From an optimization exercise on the open Yosys and OpenROAD flow, aimed at small area, a short achievable clock period and few clock cycles per item; shortcuts taken in it are not production practice.
The RTL was checked by simulation tests, not by an equivalence proof against the original design.
Power and IR drop assume default switching activity.

==> run a: inputs <==
// adc_window_frequency_monitor
module adc_window_frequency_monitor
#(
    parameter int WINDOW = WINDOW_DEF
) (
    input  logic                     i_clk,
    input  logic                     i_rst_n,
    input  logic                     i_sample_valid,
    output logic                     o_sample_ready,
    input  logic [SAMPLE_BITS-1:0]   i_sample,
    output logic                     o_result_valid,
    input  logic                     i_result_ready,
    output logic                     o_result_taken,
    output logic                     o_result_overload_seen,
    output logic [TICK_BITS-1:0]     o_result_overload_tick,
    output logic [SAMPLE_BITS-1:0]   o_result_window_max,
    output logic [SAMPLE_BITS-1:0]   o_result_window_min,
    output logic [HALF_BITS-1:0]     o_result_half_period,
    output logic [TICK_BITS-1:0]     o_result_tick_count,
    input  logic                     i_cfg_valid,
    output logic                     o_cfg_ready,
    input  logic [CFG_IDX_BITS-1:0]  i_cfg_index,
    input  logic [CFG_DATA_BITS-1:0] i_cfg_data
);
clock: 8.0 ns
lec_check: 0
cap_margin: 20
core_margin: 2
core_utilization: 65
cts_cluster_diameter: 70
cts_cluster_size: 25
place_density: 0.75
setup_slack_margin: 5
slew_margin: 20
run.sh (not shown) runs the stock make flow with config.mk's settings and CLKGATE_MAP_FILE= SYNTH_SCRIPT=/design/flow/synth_recipe.tcl, a recipe that flattens the netlist after the stock synthesis.
==> inputs of run b, as changes to run a <==
--- a/flow/design.v
+++ b/flow/design.v
@@ -111,56 +111,72 @@
     input  logic [W-1:0] i_a,
     input  logic [W-1:0] i_b,
     output logic         o_gt,
     output logic         o_lt
 );
     assign o_gt = (i_a > i_b);
     assign o_lt = (i_a < i_b);
 endmodule
+module awfm_cmp2
+#(
+    parameter int W = SAMPLE_BITS
+) (
+    input  logic [W-1:0] i_a,
+    input  logic [W-1:0] i_b,
+    output logic         o_gt,
+    output logic         o_lt
+);
+    logic [W:0] diff;
+    assign diff = {1'b0, i_a} - {1'b0, i_b};
+    assign o_lt = diff[W];
+    assign o_gt = !diff[W] && (i_a != i_b);
+endmodule
 module awfm_ge
 #(
     parameter int W = SAMPLE_BITS
 ) (
     input  logic [W-1:0] i_a,
     input  logic [W-1:0] i_b,
     output logic         o_ge
 );
     logic gt, lt;
     awfm_cmp #(.W(W)) u_cmp (.i_a(i_a), .i_b(i_b), .o_gt(gt), .o_lt(lt));
     assign o_ge = !lt;
 endmodule
-module awfm_sel4
+module awfm_sel8
 (
-    input  logic [SAMPLE_BITS-1:0] i_a,
-    input  logic [SAMPLE_BITS-1:0] i_b,
-    input  logic [SAMPLE_BITS-1:0] i_c,
-    input  logic [SAMPLE_BITS-1:0] i_d,
-    input  logic                   i_ab,
-    input  logic                   i_ac,
-    input  logic                   i_ad,
-    input  logic                   i_bc,
-    input  logic                   i_bd,
-    input  logic                   i_cd,
-    output logic [SAMPLE_BITS-1:0] o_max,
-    output logic [SAMPLE_BITS-1:0] o_min
+    input  logic [8*SAMPLE_BITS-1:0] i_v,
+    input  logic [63:0]              i_ge,
+    output logic [SAMPLE_BITS-1:0]   o_max,
+    output logic [SAMPLE_BITS-1:0]   o_min
 );
-    logic xa, xb, xc, xd, na, nb, nc, nd;
-    assign xa =  i_ab &  i_ac &  i_ad;
-    assign xb = !i_ab &  i_bc &  i_bd;
-    assign xc = !i_ac & !i_bc &  i_cd;
-    assign xd = !i_ad & !i_bd & !i_cd;
-    assign na = !i_ab & !i_ac & !i_ad;
-    assign nb =  i_ab & !i_bc & !i_bd;
-    assign nc =  i_ac &  i_bc & !i_cd;
-    assign nd =  i_ad &  i_bd &  i_cd;
-    assign o_max = ({SAMPLE_BITS{xa}} & i_a) | ({SAMPLE_BITS{xb}} & i_b)
-                 | ({SAMPLE_BITS{xc}} & i_c) | ({SAMPLE_BITS{xd}} & i_d);
-    assign o_min = ({SAMPLE_BITS{na}} & i_a) | ({SAMPLE_BITS{nb}} & i_b)
-                 | ({SAMPLE_BITS{nc}} & i_c) | ({SAMPLE_BITS{nd}} & i_d);
+    localparam int W = SAMPLE_BITS;
+    logic [7:0] x, n;
+    always_comb begin
+        for (int i = 0; i < 8; i++) begin
+            x[i] = 1'b1;
+            n[i] = 1'b1;
+            for (int j = 0; j < 8; j++) begin
+                if (j > i) begin
+                    x[i] = x[i] &  i_ge[8 * i + j];
+                    n[i] = n[i] & !i_ge[8 * i + j];
+                end else if (j < i) begin
+                    x[i] = x[i] & !i_ge[8 * j + i];
+                    n[i] = n[i] &  i_ge[8 * j + i];
+                end
+            end
+        end
+        o_max = '0;
+        o_min = '0;
+        for (int i = 0; i < 8; i++) begin
+            o_max = o_max | ({W{x[i]}} & i_v[W * i +: W]);
+            o_min = o_min | ({W{n[i]}} & i_v[W * i +: W]);
+        end
+    end
 endmodule
 module awfm_mm3
 (
     input  logic [SAMPLE_BITS-1:0] i_a,
     input  logic [SAMPLE_BITS-1:0] i_b,
     input  logic [SAMPLE_BITS-1:0] i_c,
     output logic [SAMPLE_BITS-1:0] o_max,
     output logic [SAMPLE_BITS-1:0] o_min
@@ -224,69 +240,56 @@
         end
     end
     always_ff @(posedge i_clk) begin
         if (i_shift && push) begin
             r_smin[0] <= r_pmin;
             for (int j = 1; j < NHIST; j++) r_smin[j] <= sn_lt[j] ? r_pmin : r_smin[j - 1];
         end
     end
-    logic [T0+14:T0] r_d1;
-    logic [T0+13:T0] r_d2;
-    logic [T0+12:T0] r_d3;
-    logic            d1_new, d2_new, d3_new;
-    awfm_ge u_d1 (.i_a(r_sr[T0 - 1]), .i_b(r_sr[T0]),     .o_ge(d1_new));
-    awfm_ge u_d2 (.i_a(r_sr[T0 - 1]), .i_b(r_sr[T0 + 1]), .o_ge(d2_new));
-    awfm_ge u_d3 (.i_a(r_sr[T0 - 1]), .i_b(r_sr[T0 + 2]), .o_ge(d3_new));
+    logic [T0+14:T0] r_dj [1:7];
+    logic [7:1]      dj_new;
+    for (genvar j = 1; j < 8; j++) begin : g_dj
+        awfm_ge u_dj (.i_a(r_sr[T0 - 1]), .i_b(r_sr[T0 - 1 + j]), .o_ge(dj_new[j]));
+    end
     always_ff @(posedge i_clk) begin
         if (i_shift) begin
-            r_d1 <= {r_d1[T0+13:T0], d1_new};
-            r_d2 <= {r_d2[T0+12:T0], d2_new};
-            r_d3 <= {r_d3[T0+11:T0], d3_new};
-        end
-    end
-    logic [W-1:0] gmax [4];
-    logic [W-1:0] gmin [4];
-    for (genvar g = 0; g < 4; g++) begin : g_grp
-        localparam int A = T0 + 4 * g;
-        awfm_sel4 u_sel (
-            .i_a   (r_sr[A]),
-            .i_b   (r_sr[A + 1]),
-            .i_c   (r_sr[A + 2]),
-            .i_d   (r_sr[A + 3]),
-            .i_ab  (r_d1[A]),
-            .i_ac  (r_d2[A]),
-            .i_ad  (r_d3[A]),
-            .i_bc  (r_d1[A + 1]),
-            .i_bd  (r_d2[A + 1]),
-            .i_cd  (r_d1[A + 2]),
-            .o_max (gmax[g]),
-            .o_min (gmin[g])
-        );
-    end
-    logic [1:0] ta_xgt, ta_nlt, ta_xlt, ta_ngt;
-    logic       tb_xgt, tb_nlt, tb_xlt, tb_ngt;
-    for (genvar h = 0; h < 2; h++) begin : g_ta
-        awfm_cmp u_tx (.i_a(gmax[2 * h]), .i_b(gmax[2 * h + 1]), .o_gt(ta_xgt[h]), .o_lt(ta_xlt[h]));
-        awfm_cmp u_tn (.i_a(gmin[2 * h]), .i_b(gmin[2 * h + 1]), .o_gt(ta_ngt[h]), .o_lt(ta_nlt[h]));
+            for (int j = 1; j < 8; j++) r_dj[j] <= {r_dj[j][T0+13:T0], dj_new[j]};
+        end
+    end
+    logic [W-1:0] gmax [2];
+    logic [W-1:0] gmin [2];
+    for (genvar g = 0; g < 2; g++) begin : g_grp
+        localparam int A = T0 + 8 * g;
+        logic [8*W-1:0] v;
+        logic [63:0]    ge;
+        always_comb begin
+            ge = '0;
+            for (int i = 0; i < 8; i++) begin
+                v[W * i +: W] = r_sr[A + i];
+                for (int k = i + 1; k < 8; k++) ge[8 * i + k] = r_dj[k - i][A + i];
+            end
+        end
+        awfm_sel8 u_sel (.i_v(v), .i_ge(ge), .o_max(gmax[g]), .o_min(gmin[g]));
     end
+    logic tb_xgt, tb_nlt, tb_xlt, tb_ngt;
     awfm_cmp u_tbx (.i_a(r_tamax[0]), .i_b(r_tamax[1]), .o_gt(tb_xgt), .o_lt(tb_xlt));
     awfm_cmp u_tbn (.i_a(r_tamin[0]), .i_b(r_tamin[1]), .o_gt(tb_ngt), .o_lt(tb_nlt));
     logic px_gt, pn_lt, unused8, unused9;
     awfm_cmp u_px (.i_a(i_data), .i_b(r_pmax), .o_gt(px_gt), .o_lt(unused8));
     awfm_cmp u_pn (.i_a(i_data), .i_b(r_pmin), .o_gt(unused9), .o_lt(pn_lt));
     always_ff @(posedge i_clk) begin
         if (i_shift) begin
             r_sr[0] <= i_data;
             for (int i = 1; i < WINDOW_DEF; i++) r_sr[i] <= r_sr[i - 1];
             if (first || px_gt) r_pmax <= i_data;
             if (first || pn_lt) r_pmin <= i_data;
             for (int h = 0; h < 2; h++) begin
-                r_tamax[h] <= ta_xgt[h] ? gmax[2 * h] : gmax[2 * h + 1];
-                r_tamin[h] <= ta_nlt[h] ? gmin[2 * h] : gmin[2 * h + 1];
+                r_tamax[h] <= gmax[h];
+                r_tamin[h] <= gmin[h];
             end
             r_tbmax <= tb_xgt ? r_tamax[0] : r_tamax[1];
             r_tbmin <= tb_nlt ? r_tamin[0] : r_tamin[1];
         end
     end
     always_ff @(posedge i_clk) begin
         if (!i_rst_n) begin
             r_pos  <= '0;
@@ -361,49 +364,51 @@
         end else begin
             r_dec    <= dec_nx;
             r_mid    <= mid_nx;
             r_margin <= margin_nx;
         end
     end
     logic [DEC_BITS-1:0]    r_dcnt;
     logic                   r_keep;
-    logic [SAMPLE_BITS-1:0] r_prev;
+    logic                   r_any;       
+    logic [SAMPLE_BITS-1:0] newest;      
+    logic [SAMPLE_BITS-1:0] prev;
     logic [DEC_BITS-1:0]    dcnt_nx;
     logic                   keep_nx, keep_lt;
     logic                   in_fire;
     logic                   x_gt, x_lt, p_gt, p_lt;
     awfm_pkg::t_item        in_item;
     assign o_sample_ready = r_adv;
     assign in_fire        = i_sample_valid && r_adv;
     assign dcnt_nx        = !in_fire ? r_dcnt : (r_keep ? DEC_BITS'(1) : r_dcnt + DEC_BITS'(1));
     awfm_cmp #(.W(DEC_BITS)) u_keep (.i_a(dcnt_nx), .i_b(dec_nx), .o_gt(keep_nx), .o_lt(keep_lt));
     assign in_item.kept   = r_keep;
-    awfm_cmp u_xmid (.i_a(i_sample), .i_b(r_mid), .o_gt(x_gt), .o_lt(x_lt));
-    awfm_cmp u_pmid (.i_a(r_prev), .i_b(r_mid), .o_gt(p_gt), .o_lt(p_lt));
+    assign prev = r_any ? newest : '0;
+    awfm_cmp2 u_xmid (.i_a(i_sample), .i_b(r_mid), .o_gt(x_gt), .o_lt(x_lt));
+    awfm_cmp2 u_pmid (.i_a(prev), .i_b(r_mid), .o_gt(p_gt), .o_lt(p_lt));
     assign in_item.rise   = p_lt && x_gt;
     assign in_item.fall   = p_gt && x_lt;
     always_ff @(posedge i_clk) begin
         if (!i_rst_n) begin
             r_dcnt <= DEC_BITS'(1);
             r_keep <= 1'b1;
-            r_prev <= '0;
+            r_any  <= 1'b0;
         end else begin
             r_dcnt <= dcnt_nx;
             r_keep <= !keep_lt;
             if (in_fire && r_keep) begin
-                r_prev <= i_sample;
+                r_any <= 1'b1;
             end
         end
     end
     logic                   r_adv;
     logic                   adv;
     logic                   r_v1;
     logic                   r_k1, r_r1, r_f1;
-    logic [SAMPLE_BITS-1:0] newest;
     logic                   ovl1, ovl_lt;
     logic [SAMPLE_BITS-1:0] win_max, win_min;
     assign adv = r_adv;
     awfm_scan u_scan (
         .i_clk   (i_clk),
         .i_rst_n (i_rst_n),
         .i_shift (in_fire && in_item.kept),
         .i_data  (i_sample),
==> inputs of run c, as changes to run a <==
--- a/flow/design.v
+++ b/flow/design.v
@@ -123,44 +123,46 @@
     input  logic [W-1:0] i_a,
     input  logic [W-1:0] i_b,
     output logic         o_ge
 );
     logic gt, lt;
     awfm_cmp #(.W(W)) u_cmp (.i_a(i_a), .i_b(i_b), .o_gt(gt), .o_lt(lt));
     assign o_ge = !lt;
 endmodule
-module awfm_sel4
+module awfm_sel8
 (
-    input  logic [SAMPLE_BITS-1:0] i_a,
-    input  logic [SAMPLE_BITS-1:0] i_b,
-    input  logic [SAMPLE_BITS-1:0] i_c,
-    input  logic [SAMPLE_BITS-1:0] i_d,
-    input  logic                   i_ab,
-    input  logic                   i_ac,
-    input  logic                   i_ad,
-    input  logic                   i_bc,
-    input  logic                   i_bd,
-    input  logic                   i_cd,
-    output logic [SAMPLE_BITS-1:0] o_max,
-    output logic [SAMPLE_BITS-1:0] o_min
+    input  logic [8*SAMPLE_BITS-1:0] i_v,
+    input  logic [63:0]              i_ge,
+    output logic [SAMPLE_BITS-1:0]   o_max,
+    output logic [SAMPLE_BITS-1:0]   o_min
 );
-    logic xa, xb, xc, xd, na, nb, nc, nd;
-    assign xa =  i_ab &  i_ac &  i_ad;
-    assign xb = !i_ab &  i_bc &  i_bd;
-    assign xc = !i_ac & !i_bc &  i_cd;
-    assign xd = !i_ad & !i_bd & !i_cd;
-    assign na = !i_ab & !i_ac & !i_ad;
-    assign nb =  i_ab & !i_bc & !i_bd;
-    assign nc =  i_ac &  i_bc & !i_cd;
-    assign nd =  i_ad &  i_bd &  i_cd;
-    assign o_max = ({SAMPLE_BITS{xa}} & i_a) | ({SAMPLE_BITS{xb}} & i_b)
-                 | ({SAMPLE_BITS{xc}} & i_c) | ({SAMPLE_BITS{xd}} & i_d);
-    assign o_min = ({SAMPLE_BITS{na}} & i_a) | ({SAMPLE_BITS{nb}} & i_b)
-                 | ({SAMPLE_BITS{nc}} & i_c) | ({SAMPLE_BITS{nd}} & i_d);
+    localparam int W = SAMPLE_BITS;
+    logic [7:0] x, n;
+    always_comb begin
+        for (int i = 0; i < 8; i++) begin
+            x[i] = 1'b1;
+            n[i] = 1'b1;
+            for (int j = 0; j < 8; j++) begin
+                if (j > i) begin
+                    x[i] = x[i] &  i_ge[8 * i + j];
+                    n[i] = n[i] & !i_ge[8 * i + j];
+                end else if (j < i) begin
+                    x[i] = x[i] & !i_ge[8 * j + i];
+                    n[i] = n[i] &  i_ge[8 * j + i];
+                end
+            end
+        end
+        o_max = '0;
+        o_min = '0;
+        for (int i = 0; i < 8; i++) begin
+            o_max = o_max | ({W{x[i]}} & i_v[W * i +: W]);
+            o_min = o_min | ({W{n[i]}} & i_v[W * i +: W]);
+        end
+    end
 endmodule
 module awfm_mm3
 (
     input  logic [SAMPLE_BITS-1:0] i_a,
     input  logic [SAMPLE_BITS-1:0] i_b,
     input  logic [SAMPLE_BITS-1:0] i_c,
     output logic [SAMPLE_BITS-1:0] o_max,
     output logic [SAMPLE_BITS-1:0] o_min
@@ -224,69 +226,56 @@
         end
     end
     always_ff @(posedge i_clk) begin
         if (i_shift && push) begin
             r_smin[0] <= r_pmin;
             for (int j = 1; j < NHIST; j++) r_smin[j] <= sn_lt[j] ? r_pmin : r_smin[j - 1];
         end
     end
-    logic [T0+14:T0] r_d1;
-    logic [T0+13:T0] r_d2;
-    logic [T0+12:T0] r_d3;
-    logic            d1_new, d2_new, d3_new;
-    awfm_ge u_d1 (.i_a(r_sr[T0 - 1]), .i_b(r_sr[T0]),     .o_ge(d1_new));
-    awfm_ge u_d2 (.i_a(r_sr[T0 - 1]), .i_b(r_sr[T0 + 1]), .o_ge(d2_new));
-    awfm_ge u_d3 (.i_a(r_sr[T0 - 1]), .i_b(r_sr[T0 + 2]), .o_ge(d3_new));
+    logic [T0+14:T0] r_dj [1:7];
+    logic [7:1]      dj_new;
+    for (genvar j = 1; j < 8; j++) begin : g_dj
+        awfm_ge u_dj (.i_a(r_sr[T0 - 1]), .i_b(r_sr[T0 - 1 + j]), .o_ge(dj_new[j]));
+    end
     always_ff @(posedge i_clk) begin
         if (i_shift) begin
-            r_d1 <= {r_d1[T0+13:T0], d1_new};
-            r_d2 <= {r_d2[T0+12:T0], d2_new};
-            r_d3 <= {r_d3[T0+11:T0], d3_new};
-        end
-    end
-    logic [W-1:0] gmax [4];
-    logic [W-1:0] gmin [4];
-    for (genvar g = 0; g < 4; g++) begin : g_grp
-        localparam int A = T0 + 4 * g;
-        awfm_sel4 u_sel (
-            .i_a   (r_sr[A]),
-            .i_b   (r_sr[A + 1]),
-            .i_c   (r_sr[A + 2]),
-            .i_d   (r_sr[A + 3]),
-            .i_ab  (r_d1[A]),
-            .i_ac  (r_d2[A]),
-            .i_ad  (r_d3[A]),
-            .i_bc  (r_d1[A + 1]),
-            .i_bd  (r_d2[A + 1]),
-            .i_cd  (r_d1[A + 2]),
-            .o_max (gmax[g]),
-            .o_min (gmin[g])
-        );
-    end
-    logic [1:0] ta_xgt, ta_nlt, ta_xlt, ta_ngt;
-    logic       tb_xgt, tb_nlt, tb_xlt, tb_ngt;
-    for (genvar h = 0; h < 2; h++) begin : g_ta
-        awfm_cmp u_tx (.i_a(gmax[2 * h]), .i_b(gmax[2 * h + 1]), .o_gt(ta_xgt[h]), .o_lt(ta_xlt[h]));
-        awfm_cmp u_tn (.i_a(gmin[2 * h]), .i_b(gmin[2 * h + 1]), .o_gt(ta_ngt[h]), .o_lt(ta_nlt[h]));
+            for (int j = 1; j < 8; j++) r_dj[j] <= {r_dj[j][T0+13:T0], dj_new[j]};
+        end
+    end
+    logic [W-1:0] gmax [2];
+    logic [W-1:0] gmin [2];
+    for (genvar g = 0; g < 2; g++) begin : g_grp
+        localparam int A = T0 + 8 * g;
+        logic [8*W-1:0] v;
+        logic [63:0]    ge;
+        always_comb begin
+            ge = '0;
+            for (int i = 0; i < 8; i++) begin
+                v[W * i +: W] = r_sr[A + i];
+                for (int k = i + 1; k < 8; k++) ge[8 * i + k] = r_dj[k - i][A + i];
+            end
+        end
+        awfm_sel8 u_sel (.i_v(v), .i_ge(ge), .o_max(gmax[g]), .o_min(gmin[g]));
     end
+    logic tb_xgt, tb_nlt, tb_xlt, tb_ngt;
     awfm_cmp u_tbx (.i_a(r_tamax[0]), .i_b(r_tamax[1]), .o_gt(tb_xgt), .o_lt(tb_xlt));
     awfm_cmp u_tbn (.i_a(r_tamin[0]), .i_b(r_tamin[1]), .o_gt(tb_ngt), .o_lt(tb_nlt));
     logic px_gt, pn_lt, unused8, unused9;
     awfm_cmp u_px (.i_a(i_data), .i_b(r_pmax), .o_gt(px_gt), .o_lt(unused8));
     awfm_cmp u_pn (.i_a(i_data), .i_b(r_pmin), .o_gt(unused9), .o_lt(pn_lt));
     always_ff @(posedge i_clk) begin
         if (i_shift) begin
             r_sr[0] <= i_data;
             for (int i = 1; i < WINDOW_DEF; i++) r_sr[i] <= r_sr[i - 1];
             if (first || px_gt) r_pmax <= i_data;
             if (first || pn_lt) r_pmin <= i_data;
             for (int h = 0; h < 2; h++) begin
-                r_tamax[h] <= ta_xgt[h] ? gmax[2 * h] : gmax[2 * h + 1];
-                r_tamin[h] <= ta_nlt[h] ? gmin[2 * h] : gmin[2 * h + 1];
+                r_tamax[h] <= gmax[h];
+                r_tamin[h] <= gmin[h];
             end
             r_tbmax <= tb_xgt ? r_tamax[0] : r_tamax[1];
             r_tbmin <= tb_nlt ? r_tamin[0] : r_tamin[1];
         end
     end
     always_ff @(posedge i_clk) begin
         if (!i_rst_n) begin
             r_pos  <= '0;
==> notes <==
Sequential power is about the same in run b and run a.
The lowest sequential cell count belongs to run a, the highest to run c.
The lowest worst hold slack belongs to run b, the highest to run a.
The highest global-route usage belongs to run b, the lowest to run a.
Against run b, the synthesized cell count of run a is larger by 0.55%.
In via count, run b and run a hardly differ.
Core utilization: run b is higher than run c (0.47 points).
==> figures <==
metric                                                              run a                    run c                    run b
Outcome                                           complete, no violations  complete, no violations  complete, no violations
Synthesized instance count                                          4,951                    5,088                    4,924
Largest driver fanout on the critical path                              6                        1                       12
P_seq                                                             12.5 mW                  12.6 mW                  12.5 mW
Number of enable flip-flop cells after synthesis                    1,779                    1,821                    1,821
Power dissipated by switching net loads                           4.84 mW                  4.71 mW                  4.70 mW
Register share of the cell area                                     65.1%                    68.2%                    67.8%
Post-synthesis mux area share                                       2.64%                    2.24%                    1.65%
Sequential-to-total area share from yosys stat                      74.4%                    75.0%                    75.3%
Number of clock sinks                                               2,051                    2,093                    2,082
Worst Hold Margin                                                  411 ps                   408 ps                   403 ps
Detailed route wirelength on metal3                             13,200 µm                11,000 µm                14,600 µm
Power per unit of standard cell area                           226 mW/mm²               232 mW/mm²               229 mW/mm²
Total Wirelength                                               169,000 µm               161,000 µm               172,000 µm
Worst r2r path cells                                                   16                        9                        9
Testbench counts of run a, summed over its fixed seeds: cycles 4,656, items 4,608.
Testbench counts of run b, summed over its fixed seeds: cycles 4,656, items 4,608.
Testbench counts of run c, summed over its fixed seeds: cycles 4,656, items 4,608.

-- static timing again, ports no longer ideal --
The results above use ideal ports. As a check the final layouts listed here were re-extracted and re-timed, cells and wires unchanged. Step 1 (the two cells are an assumption about what drives the block):
set clk [get_ports {i_clk}]
set_driving_cell -lib_cell sky130_fd_sc_hd__clkbuf_16 $clk
set_driving_cell -lib_cell sky130_fd_sc_hd__buf_2 [delete_from_list [all_inputs] $clk]
Step 2 moves the port delays by t, midway between the first and last clock arrival at a register: inputs arrive t later, outputs are due t later. That takes back most of the time a late clock gives input paths. Three values: ideal ports, drivers, drivers and shift; two values: the first two.
| run | t, ns | slack for setup (ns) | clock arrival spread, ns | cell pins on the clock port's net |
|---|---|---|---|---|
| run a | 0.810 | 4.286 / 4.286 / 4.249 | 0.042 / 0.043 | 1 |
| run b | 0.819 | 4.973 / 4.933 / 4.218 | 0.063 / 0.063 | 1 |
| run c | 0.819 | 5.039 / 4.964 / 4.291 | 0.033 / 0.033 | 1 |
After both steps every run listed still meets setup and hold. The setup slack of run b, which loses most, moves by -0.040 ns with the drivers and by -0.755 ns with both steps.
